Context: an optimization exercise on an open-source flow, tuned for a short achievable clock period and few clock cycles. The choices shown serve that exercise and are no tape-out recipe.
Only simulation tests tie the RTL to the original design; equivalence was not proved.
No activity file was given, so power comes from the tool's default toggle rates.

==> flow/design.v <==
`timescale 1ns/100ps
package pipeCpuPkg;
  typedef logic [16-1:0]      word_t;       
  typedef logic [4-1:0]  regAddr_t;    
  typedef logic [8-1:0] imemAddr_t;
  typedef logic [8-1:0] dmemAddr_t;
  typedef enum logic [3:0] {
    OP_ADD = 4'd0,
    OP_SUB = 4'd1,
    OP_AND = 4'd2,
    OP_NOR = 4'd3,
    OP_SLL = 4'd4,
    OP_SRL = 4'd5,
    OP_SRA = 4'd6,
    OP_LW  = 4'd8,
    OP_SW  = 4'd9,
    OP_LLB = 4'd10,
    OP_HLT = 4'd15
  } opcode_t;
  typedef enum logic [1:0] {FWD_NONE, FWD_DM, FWD_WB} fwdSel_t;
  typedef enum logic [2:0] {
    ALU_ADD, ALU_SUB, ALU_AND, ALU_NOR,
    ALU_SLL, ALU_SRL, ALU_SRA,
    ALU_PASSB    
  } aluOp_t;
endpackage
`timescale 1ns/100ps
module regFile (
  input  logic                 clk,
  input  logic                 rstN,
  input  pipeCpuPkg::regAddr_t rdAddrA,
  input  pipeCpuPkg::regAddr_t rdAddrB,
  input  logic                 wrEn,
  input  pipeCpuPkg::regAddr_t wrAddr,
  input  pipeCpuPkg::word_t    wrData,
  output pipeCpuPkg::word_t    rdDataA,
  output pipeCpuPkg::word_t    rdDataB
);
  pipeCpuPkg::word_t regs [0:(1 << 4)-1];
  always_ff @(posedge clk or negedge rstN) begin
    if (!rstN) begin
      for (int i = 0; i < (1 << 4); i++) begin
        regs[i] <= '0;
      end
    end else if (wrEn && wrAddr != '0) begin
      regs[wrAddr] <= wrData;
    end
  end
  assign rdDataA = (rdAddrA == '0)                  ? '0     :
                   (wrEn && wrAddr == rdAddrA)      ? wrData :
                                                      regs[rdAddrA];
  assign rdDataB = (rdAddrB == '0)                  ? '0     :
                   (wrEn && wrAddr == rdAddrB)      ? wrData :
                                                      regs[rdAddrB];
endmodule
`timescale 1ns/100ps
module fetchStage (
  input  logic                  clk,
  input  logic                  rstN,
  input  logic                  imemWrEn,
  input  pipeCpuPkg::imemAddr_t imemWrAddr,
  input  pipeCpuPkg::word_t     imemWrData,
  input  logic                  stall,       
  input  logic                  drain,       
  output pipeCpuPkg::word_t     pc,
  output pipeCpuPkg::word_t     ifIdInstr,
  output logic                  ifIdValid
);
  pipeCpuPkg::word_t     imem [0:(1 << 8)-1];
  pipeCpuPkg::imemAddr_t fetchAddr;
  pipeCpuPkg::word_t     fetchWord;
  always_ff @(posedge clk) begin
    if (imemWrEn) begin
      imem[imemWrAddr] <= imemWrData;
    end
  end
  assign fetchAddr = pc[8-1:0];    
  assign fetchWord = imem[fetchAddr];         
  always_ff @(posedge clk or negedge rstN) begin
    if (!rstN) begin
      pc        <= '0;
      ifIdInstr <= '0;
      ifIdValid <= 1'b0;
    end else if (!stall) begin                
      if (drain) begin
        ifIdInstr <= '0;
        ifIdValid <= 1'b0;
      end else begin
        pc        <= pc + pipeCpuPkg::word_t'(1);
        ifIdInstr <= fetchWord;
        ifIdValid <= 1'b1;
      end
    end
  end
endmodule
`timescale 1ns/100ps
module decodeStage (
  input  logic                 clk,
  input  logic                 rstN,
  input  pipeCpuPkg::word_t    ifIdInstr,
  input  logic                 ifIdValid,
  input  logic                 wbEn,
  input  pipeCpuPkg::regAddr_t wbAddr,
  input  pipeCpuPkg::word_t    wbData,
  output logic                 stall,
  output logic                 drain,
  output pipeCpuPkg::aluOp_t   idExAluOp,
  output logic                 idExRegWrite,
  output logic                 idExMemRead,
  output logic                 idExMemWrite,
  output logic                 idExHalt,
  output logic                 idExUseImm,
  output pipeCpuPkg::regAddr_t idExDest,
  output pipeCpuPkg::regAddr_t idExRs,
  output pipeCpuPkg::regAddr_t idExRt,
  output pipeCpuPkg::word_t    idExRsData,
  output pipeCpuPkg::word_t    idExRtData,
  output pipeCpuPkg::word_t    idExImm
);
  pipeCpuPkg::opcode_t  opcode;
  pipeCpuPkg::regAddr_t rdField, rsField, rtField;
  pipeCpuPkg::regAddr_t rdAddrB;                           
  pipeCpuPkg::word_t    rsData, rtData, immExt;
  pipeCpuPkg::aluOp_t   aluOp;
  logic     isRType, isShift, isLw, isSw, isLlb, isHlt;
  logic     regWrite, useImm, usesRs, usesRt;
  logic     hltInId, haltSeen, take;
  assign opcode  = pipeCpuPkg::opcode_t'(ifIdInstr[15:12]);
  assign rdField = ifIdInstr[11:8];
  assign rsField = ifIdInstr[7:4];
  assign rtField = ifIdInstr[3:0];
  assign isRType = (opcode == pipeCpuPkg::OP_ADD) | (opcode == pipeCpuPkg::OP_SUB) |
                   (opcode == pipeCpuPkg::OP_AND) | (opcode == pipeCpuPkg::OP_NOR);
  assign isShift = (opcode == pipeCpuPkg::OP_SLL) | (opcode == pipeCpuPkg::OP_SRL) |
                   (opcode == pipeCpuPkg::OP_SRA);
  assign isLw    = (opcode == pipeCpuPkg::OP_LW);
  assign isSw    = (opcode == pipeCpuPkg::OP_SW);
  assign isLlb   = (opcode == pipeCpuPkg::OP_LLB);
  assign isHlt   = (opcode == pipeCpuPkg::OP_HLT);
  always_comb begin
    case (opcode)
      pipeCpuPkg::OP_SUB:  aluOp = pipeCpuPkg::ALU_SUB;
      pipeCpuPkg::OP_AND:  aluOp = pipeCpuPkg::ALU_AND;
      pipeCpuPkg::OP_NOR:  aluOp = pipeCpuPkg::ALU_NOR;
      pipeCpuPkg::OP_SLL:  aluOp = pipeCpuPkg::ALU_SLL;
      pipeCpuPkg::OP_SRL:  aluOp = pipeCpuPkg::ALU_SRL;
      pipeCpuPkg::OP_SRA:  aluOp = pipeCpuPkg::ALU_SRA;
      pipeCpuPkg::OP_LLB:  aluOp = pipeCpuPkg::ALU_PASSB;
      default: aluOp = pipeCpuPkg::ALU_ADD;                
    endcase
  end
  assign regWrite = (isRType | isShift | isLw | isLlb) & (rdField != '0);  
  assign useImm   = isLw | isSw | isLlb;
  assign usesRs   = isRType | isShift | isLw | isSw;
  assign usesRt   = isRType | isSw;            
  assign rdAddrB  = isSw ? rdField : rtField;  
  assign immExt = isLlb ? {{(16-8){ifIdInstr[7]}}, ifIdInstr[7:0]}
                        : {{(16-4){ifIdInstr[3]}}, ifIdInstr[3:0]};
  regFile uRegFile (
    .clk, .rstN,
    .rdAddrA(rsField), .rdAddrB(rdAddrB),
    .wrEn(wbEn), .wrAddr(wbAddr), .wrData(wbData),
    .rdDataA(rsData), .rdDataB(rtData)
  );
  assign stall = ifIdValid && idExMemRead && (idExDest != '0) &&
                 ((usesRs && rsField == idExDest) || (usesRt && rdAddrB == idExDest));
  assign hltInId = ifIdValid && isHlt;        
  assign drain   = haltSeen || hltInId;
  assign take    = ifIdValid && !stall;       
  always_ff @(posedge clk or negedge rstN) begin
    if (!rstN) begin
      haltSeen <= 1'b0;
    end else if (hltInId) begin
      haltSeen <= 1'b1;                       
    end
  end
  always_ff @(posedge clk or negedge rstN) begin
    if (!rstN) begin
      idExAluOp    <= pipeCpuPkg::ALU_ADD;
      idExRegWrite <= 1'b0;
      idExMemRead  <= 1'b0;
      idExMemWrite <= 1'b0;
      idExHalt     <= 1'b0;
      idExUseImm   <= 1'b0;
      idExDest     <= '0;
    end else begin
      idExAluOp    <= aluOp;
      idExRegWrite <= take && regWrite;
      idExMemRead  <= take && isLw;
      idExMemWrite <= take && isSw;
      idExHalt     <= take && isHlt;
      idExUseImm   <= useImm;
      idExDest     <= rdField;
    end
  end
  always_ff @(posedge clk) begin
    idExRs     <= rsField;
    idExRt     <= rdAddrB;
    idExRsData <= rsData;
    idExRtData <= rtData;
    idExImm    <= immExt;
  end
endmodule
`timescale 1ns/100ps
module executeStage (
  input  logic                 clk,
  input  logic                 rstN,
  input  pipeCpuPkg::aluOp_t   idExAluOp,
  input  logic                 idExRegWrite,
  input  logic                 idExMemRead,
  input  logic                 idExMemWrite,
  input  logic                 idExHalt,
  input  logic                 idExUseImm,
  input  pipeCpuPkg::regAddr_t idExDest,
  input  pipeCpuPkg::regAddr_t idExRs,
  input  pipeCpuPkg::regAddr_t idExRt,
  input  pipeCpuPkg::word_t    idExRsData,
  input  pipeCpuPkg::word_t    idExRtData,
  input  pipeCpuPkg::word_t    idExImm,
  input  logic                 wbEn,
  input  pipeCpuPkg::regAddr_t wbAddr,
  input  pipeCpuPkg::word_t    wbData,
  output pipeCpuPkg::word_t    exDmAluResult,
  output pipeCpuPkg::word_t    exDmStoreData,
  output pipeCpuPkg::regAddr_t exDmDest,
  output logic                 exDmRegWrite,
  output logic                 exDmMemRead,
  output logic                 exDmMemWrite,
  output logic                 exDmHalt
);
  pipeCpuPkg::fwdSel_t fwdA, fwdB;
  pipeCpuPkg::word_t   opA, rtVal, opB, aluOut;
  function automatic pipeCpuPkg::fwdSel_t pickSrc(input pipeCpuPkg::regAddr_t src);
    if (exDmRegWrite && !exDmMemRead && exDmDest != '0 && exDmDest == src) begin
      pickSrc = pipeCpuPkg::FWD_DM;
    end else if (wbEn && wbAddr == src) begin
      pickSrc = pipeCpuPkg::FWD_WB;
    end else begin
      pickSrc = pipeCpuPkg::FWD_NONE;
    end
  endfunction
  function automatic pipeCpuPkg::word_t fwdMux(input pipeCpuPkg::fwdSel_t sel, input pipeCpuPkg::word_t regVal);
    case (sel)
      pipeCpuPkg::FWD_DM:  fwdMux = exDmAluResult;
      pipeCpuPkg::FWD_WB:  fwdMux = wbData;
      default: fwdMux = regVal;
    endcase
  endfunction
  always_comb begin
    fwdA  = pickSrc(idExRs);
    fwdB  = pickSrc(idExRt);
    opA   = fwdMux(fwdA, idExRsData);
    rtVal = fwdMux(fwdB, idExRtData);        
    opB   = idExUseImm ? idExImm : rtVal;
  end
  always_comb begin
    case (idExAluOp)
      pipeCpuPkg::ALU_ADD: aluOut = opA + opB;            
      pipeCpuPkg::ALU_SUB: aluOut = opA - opB;
      pipeCpuPkg::ALU_AND: aluOut = opA & opB;
      pipeCpuPkg::ALU_NOR: aluOut = ~(opA | opB);
      pipeCpuPkg::ALU_SLL: aluOut = opA << idExRt;        
      pipeCpuPkg::ALU_SRL: aluOut = opA >> idExRt;
      pipeCpuPkg::ALU_SRA: aluOut = pipeCpuPkg::word_t'($signed(opA) >>> idExRt);
      default: aluOut = opB;                  
    endcase
  end
  always_ff @(posedge clk or negedge rstN) begin
    if (!rstN) begin
      exDmDest     <= '0;
      exDmRegWrite <= 1'b0;
      exDmMemRead  <= 1'b0;
      exDmMemWrite <= 1'b0;
      exDmHalt     <= 1'b0;
    end else begin
      exDmDest     <= idExDest;
      exDmRegWrite <= idExRegWrite;
      exDmMemRead  <= idExMemRead;
      exDmMemWrite <= idExMemWrite;
      exDmHalt     <= idExHalt;
    end
  end
  always_ff @(posedge clk) begin
    exDmAluResult <= aluOut;                  
    exDmStoreData <= rtVal;
  end
endmodule
`timescale 1ns/100ps
module memoryStage (
  input  logic                 clk,
  input  logic                 rstN,
  input  pipeCpuPkg::word_t    exDmAluResult,
  input  pipeCpuPkg::word_t    exDmStoreData,
  input  pipeCpuPkg::regAddr_t exDmDest,
  input  logic                 exDmRegWrite,
  input  logic                 exDmMemRead,
  input  logic                 exDmMemWrite,
  input  logic                 exDmHalt,
  output logic                 wbEn,
  output pipeCpuPkg::regAddr_t wbAddr,
  output pipeCpuPkg::word_t    wbData,
  output logic                 hlt
);
  pipeCpuPkg::word_t     dmem [0:(1 << 8)-1];
  pipeCpuPkg::dmemAddr_t memAddr;
  pipeCpuPkg::word_t     loadData;
  assign memAddr  = exDmAluResult[8-1:0];    
  assign loadData = dmem[memAddr];                      
  always_ff @(posedge clk) begin
    if (exDmMemWrite) begin
      dmem[memAddr] <= exDmStoreData;
    end
  end
  always_ff @(posedge clk or negedge rstN) begin
    if (!rstN) begin
      wbEn   <= 1'b0;
      wbAddr <= '0;
      hlt    <= 1'b0;
    end else begin
      wbEn   <= exDmRegWrite;
      wbAddr <= exDmDest;
      hlt    <= hlt | exDmHalt;       
    end
  end
  always_ff @(posedge clk) begin
    wbData <= exDmMemRead ? loadData : exDmAluResult;
  end
endmodule
`timescale 1ns/100ps
module pipeCpu (
  input  logic                  clk,
  input  logic                  rstN,
  input  logic                  imemWrEn,     
  input  pipeCpuPkg::imemAddr_t imemWrAddr,
  input  pipeCpuPkg::word_t     imemWrData,
  output pipeCpuPkg::word_t     pc,
  output logic                  hlt,
  output logic                  wbEn,         
  output pipeCpuPkg::regAddr_t  wbAddr,
  output pipeCpuPkg::word_t     wbData
);
  pipeCpuPkg::word_t    ifIdInstr;
  logic     ifIdValid;
  logic     stall, drain;
  pipeCpuPkg::aluOp_t   idExAluOp;
  logic     idExRegWrite, idExMemRead, idExMemWrite, idExHalt, idExUseImm;
  pipeCpuPkg::regAddr_t idExDest, idExRs, idExRt;
  pipeCpuPkg::word_t    idExRsData, idExRtData, idExImm;
  pipeCpuPkg::word_t    exDmAluResult, exDmStoreData;
  pipeCpuPkg::regAddr_t exDmDest;
  logic     exDmRegWrite, exDmMemRead, exDmMemWrite, exDmHalt;
  fetchStage uFetch (
    .clk, .rstN,
    .imemWrEn, .imemWrAddr, .imemWrData,
    .stall, .drain,
    .pc, .ifIdInstr, .ifIdValid
  );
  decodeStage uDecode (
    .clk, .rstN,
    .ifIdInstr, .ifIdValid,
    .wbEn, .wbAddr, .wbData,            
    .stall, .drain,
    .idExAluOp, .idExRegWrite, .idExMemRead, .idExMemWrite, .idExHalt, .idExUseImm,
    .idExDest, .idExRs, .idExRt,
    .idExRsData, .idExRtData, .idExImm
  );
  executeStage uExecute (
    .clk, .rstN,
    .idExAluOp, .idExRegWrite, .idExMemRead, .idExMemWrite, .idExHalt, .idExUseImm,
    .idExDest, .idExRs, .idExRt,
    .idExRsData, .idExRtData, .idExImm,
    .wbEn, .wbAddr, .wbData,            
    .exDmAluResult, .exDmStoreData, .exDmDest,
    .exDmRegWrite, .exDmMemRead, .exDmMemWrite, .exDmHalt
  );
  memoryStage uMemory (
    .clk, .rstN,
    .exDmAluResult, .exDmStoreData, .exDmDest,
    .exDmRegWrite, .exDmMemRead, .exDmMemWrite, .exDmHalt,
    .wbEn, .wbAddr, .wbData,
    .hlt
  );
endmodule
==> flow/run.sh <==
#!/bin/bash
# synth_recipe.tcl (not shown) runs the flow's synth.tcl, then flattens the netlist and writes it again
# the make line also repeats each setting of config.mk as NAME=value (left out here)
make -C /OpenROAD-flow-scripts/flow DESIGN_CONFIG=/design/flow/config.mk WORK_HOME=/design/flow/orfs CLKGATE_MAP_FILE= SYNTH_SCRIPT=/design/flow/synth_recipe.tcl finish
==> flow/config.mk <==
export PLATFORM = sky130hd
export DESIGN_NAME = pipeCpu
export DESIGN_NICKNAME = pipeCpu
export VERILOG_FILES = /design/flow/design.v
export SDC_FILE = /design/flow/constraint.sdc
export NUM_CORES = 4
export LEC_CHECK = 0
export CAP_MARGIN = 20
export CORE_MARGIN = 2
export CORE_UTILIZATION = 40
export SLEW_MARGIN = 20
==> flow/constraint.sdc <==
create_clock -name core_clock -period 8.0 [get_ports {clk}]
set_input_delay 1.6000 -clock core_clock [delete_from_list [all_inputs] [get_ports {clk}]]
set_output_delay 1.6000 -clock core_clock [all_outputs]
set_load 0.01 [all_outputs]
==> metrics.cfg <==
[floorplanning]
num_rows=335
die_area_um2=841800
io_pins=65
start_util_pct=40.12
die_w_um=917.5
core_area_um2=832000
die_height_um=917.5

[synthesis]
yosysUniqueCellTypes=73
synth_top_family_by_area=multiplexers
ys_ff_latch=8588
yosysSeqAreaShare_pct=76.52
synth_xor_area_share_pct=0.1863
muxShareOfSynthArea_pct=19.04
synth_edf_count=8192
synthFlopType=edfxtp_1
async_flop_share_pct=3.493
netlist_area_um2=333800
synthAdderAreaFrac_pct=0.07722
yosysWarnings=6
synthSimpleGateAreaFrac_pct=1.653
avgSynthCellArea_um2=23.06
syn_nets=14521
synthCells=14474
synth_compound_area_share_pct=1.401

[sta]
setup-tns-final_ps=0
relSlewSlack_pct=10.54
timing.hold.ws_ps=360.2
skew_ps=97.72
finalHoldViolCount=0
period_share_pct=75.09
worst_slew_pin_slew_ps=1342
rsz0062_at_grt=false
setup_viol=0
slew_violations=0
fmax_mhz=166.5
min_period_ps=6007

[min_path]
hp-class=flip-flop to flip-flop
holdCritStartpoint=uDecode.idExHalt$_DFF_PN0_
hold_path_depth=0
hold-path-endpoint=uExecute.exDmHalt$_DFF_PN0_

[critical_path]
cpPeakStageDelay_ps=620
path_cells=buf_4 > nor2b_1 > nand4_1 > or2_2 > nor2_1 > a21oi_1 > mux2_2 > inv_1 > ha_1 > and2_1 > a21oi_1 > xor2_1 > ha_1 > nor3_1 > nand2b_1 > o21ai_0 > a21oi_1 > and4_1 > a2111oi_0 > o21ai_0 > xnor2_1 > o22ai_1
crit_required_ps=9000
r2r_cells=22
arrival_ps=7010
r2r-start=uExecute.exDmMemRead$_DFF_PN0_
path_class=flip-flop to flip-flop
r2r_slack_ps=1990
startpoint_type=flip-flop
endpoint_kind=flip-flop
reg2reg_to=uExecute.exDmAluResult[15]$_DFF_P_
critPathBufInv=2
crit_family=simple AND/OR/NAND/NOR gates
cp_max_fo=27
cpMostUsedCell=a21oi_1
critPathSlowestCell=or2_2

[clocking]
post_cts_buffers=0
clk_pin_slew_ps=60
clock_latency_ps=1160
cts_buffer_depth=4
holdBufCountCts=0
cts-htree-levels=6
root_buffer=clkbuf_16
numClockSinks=8588
cts_buffers=835
post_cts_resize_count=0
cts_tree=done

[grt]
grtUsageTotal_pct=20.15
first_global_vias=157880
grt_max_degree=225
grt_overflow_total=0
grt_pass1_wl_um=1225000
antenna_found_initial=44

[final_layout]
synthToLayoutAreaGrowth_pct=13.64
stdcell_area_um2=379300
stdcell_count=27067
nets=15278
drive_above_1_share_pct=33.07

[power_and_ir_drop]
peakVddDrop_mv=0.3829
p_leak_nw=117.6
p_per_area_nw_per_um2=363.3

[detailed_routing]
num_vias=158757
drt_pre_antenna_iters=8
routed_wl_um=870300
wl_per_cell_um=32.15
drtAntennaViolNets=0
drt_first_iter_violations=20827
drc=0
viasPerCell=5.865

[placement]
place_area_um2=352300
place_hpwl_um=511400
gp_congestion=0.8538
port-buffer-count=64
dp.cells=25508

[run]
drv_cap=0

[run_status]
outcome=timing/DRC/antenna clean

==> power breakdown <==
part	leakage (nW)	switching [mW]	internal [mW]
clock network	13.1	17.1	21.6
registers	78.7	2.15	53.1
logic	25.9	25.7	18.1
==> registers in the layout (all words and copies together), names as in the netlist, 4 cells and up <==
register,cells
uFetch.imem,4096
uMemory.dmem,4096
uDecode.uRegFile.regs,240
uDecode.idExRsData,16
uDecode.idExRtData,16
uExecute.exDmAluResult,16
uExecute.exDmStoreData,16
uFetch.ifIdInstr,16
uFetch.pc,16
uMemory.wbData,16
uDecode.idExImm,8
uDecode.idExDest,4
uDecode.idExRs,4
uDecode.idExRt,4
uExecute.exDmDest,4
uMemory.wbAddr,4
==> layer usage <==
layer | wire [um] | GRT usage (%) | up-vias
li1 | - | - | 63454
met1 | 362100 | 29.14 | 86779
met2 | 407900 | 31.58 | 7149
met3 | 72570 | 3.912 | 1369
met4 | 27680 | 5.633 | 6
met5 | 34 | 0 | -
==> cells in the mapped netlist (all sizes together), types with 76 or more instances <==
master | n | area share (%)
edfxtp | 8192 | 74
mux4 | 2673 | 18
nor2 | 653 | 0.73
clkbuf | 520 | 0.58
buf | 343 | 0.48
dfrtp | 300 | 2.2
mux2 | 260 | 0.88
nand2 | 176 | 0.20
a22oi | 129 | 0.29
o21ai | 113 | 0.17
nand3 | 108 | 0.16
a21oi | 107 | 0.16
dfxtp | 96 | 0.58
nand4 | 76 | 0.14
==> cells by family (layout without fill, tap and decap cells) <==
family,after synthesis,after routing
DFF,8588,8588
muxes,2977,2977
and+or+nand+nor,1239,1239
buffers and inverters,908,2362
AOI/OAI and AO/OA,671,671
xor gates and xnor gates,71,71
adders and majority gates,20,20
other,0,18
==> cell usage in the layout, fill, tap and decap left out, drive strengths merged, types with 69 or more instances in the layout <==
master	instances
nor2	653
a22oi	129
edfxtp	8192
a22o	69
nand4	76
nand2	176
a221oi	69
buf	720
clkinv	372
dfxtp	96
inv	69
mux2	260
o21ai	113
clkbuf	1079
mux4	2673
nand3	108
dfrtp	300
a21oi	107
==> worst register-to-register path, cell delays in order, from the launching register on <==
cell and delay (ps):
dfrtp_2 380, buf_4 240, nor2b_1 230, nand4_1 350, or2_2 620, nor2_1 160, a21oi_1 70, mux2_2 320
inv_1 110, ha_1 180, and2_1 230, a21oi_1 110, xor2_1 190, ha_1 240, nor3_1 490, nand2b_1 90
o21ai_0 300, a21oi_1 150, and4_1 230, a2111oi_0 620, o21ai_0 240, xnor2_1 210, o22ai_1 100
==> stage by stage <==
stage	util, %	worst slack [ps]	total power [mW]
after detailed placement	42.34	2136	100.2
after global routing	45.59	1575	142.2
after CTS	45.56	2117	138.7
after floorplan	-	2771	82.83
final	45.59	1993	137.8
after global placement	42.33	2021	99.92
==> worst max path at each step <==
stage	start	to	slack, ps	cells after the start
after global routing	uExecute.exDmMemRead$_DFF_PN0_	uExecute.exDmAluResult[15]$_DFF_P_	1570	22
final	uExecute.exDmMemRead$_DFF_PN0_	uExecute.exDmAluResult[15]$_DFF_P_	1990	22
after global placement	uExecute.exDmMemRead$_DFF_PN0_	uExecute.exDmAluResult[15]$_DFF_P_	2020	22
after floorplan	uExecute.exDmAluResult[0]$_DFF_P_	uExecute.exDmAluResult[15]$_DFF_P_	2770	25
after CTS	uExecute.exDmMemRead$_DFF_PN0_	uExecute.exDmAluResult[15]$_DFF_P_	2120	22
after detailed placement	uExecute.exDmMemRead$_DFF_PN0_	uExecute.exDmAluResult[15]$_DFF_P_	2140	22
==> cell type report <==
cell class | instances | area [um2]
Clock buffer | 1063 | 22140
Fill cell | 68488 | 452700
Timing Repair Buffer | 783 | 7082
Multi-Input combinational cell | 4978 | 75810
Clock inverter | 471 | 4647
Antenna cell | 18 | 45.04
Tap cell | 11121 | 13910
Inverter | 45 | 168.9
Sequential cell | 8588 | 255500
Testbench counts, summed over its fixed seeds: cycles 14,848.

-- separate check: timing with driven ports --
In the flow no input, the clock included, has a driving cell. The finished layout below was timed again as built, in two steps.
Step 1, drivers: a clkbuf_16 drives clk and a buf_2 each remaining input, both assumed.
Step 2 also shifts input and output timing later by t, the mid clock arrival at the registers, as if the neighbouring blocks saw the same clock.
Slacks: no drivers / after step 1 / after step 2; pairs: no drivers / after step 1.
t, ns: 1.260
setup WS [ns]: 1.993 / 1.993 / 1.993
hold slack, ns: 0.360 / 0.360 / 0.360
worst setup path after step 2: register to register
clock arrival spread, ns: 0.107 / 0.107
After both steps this run still meets setup and hold. The setup slack of this run moves by 0.000 ns with the drivers and by 0.000 ns with both steps.
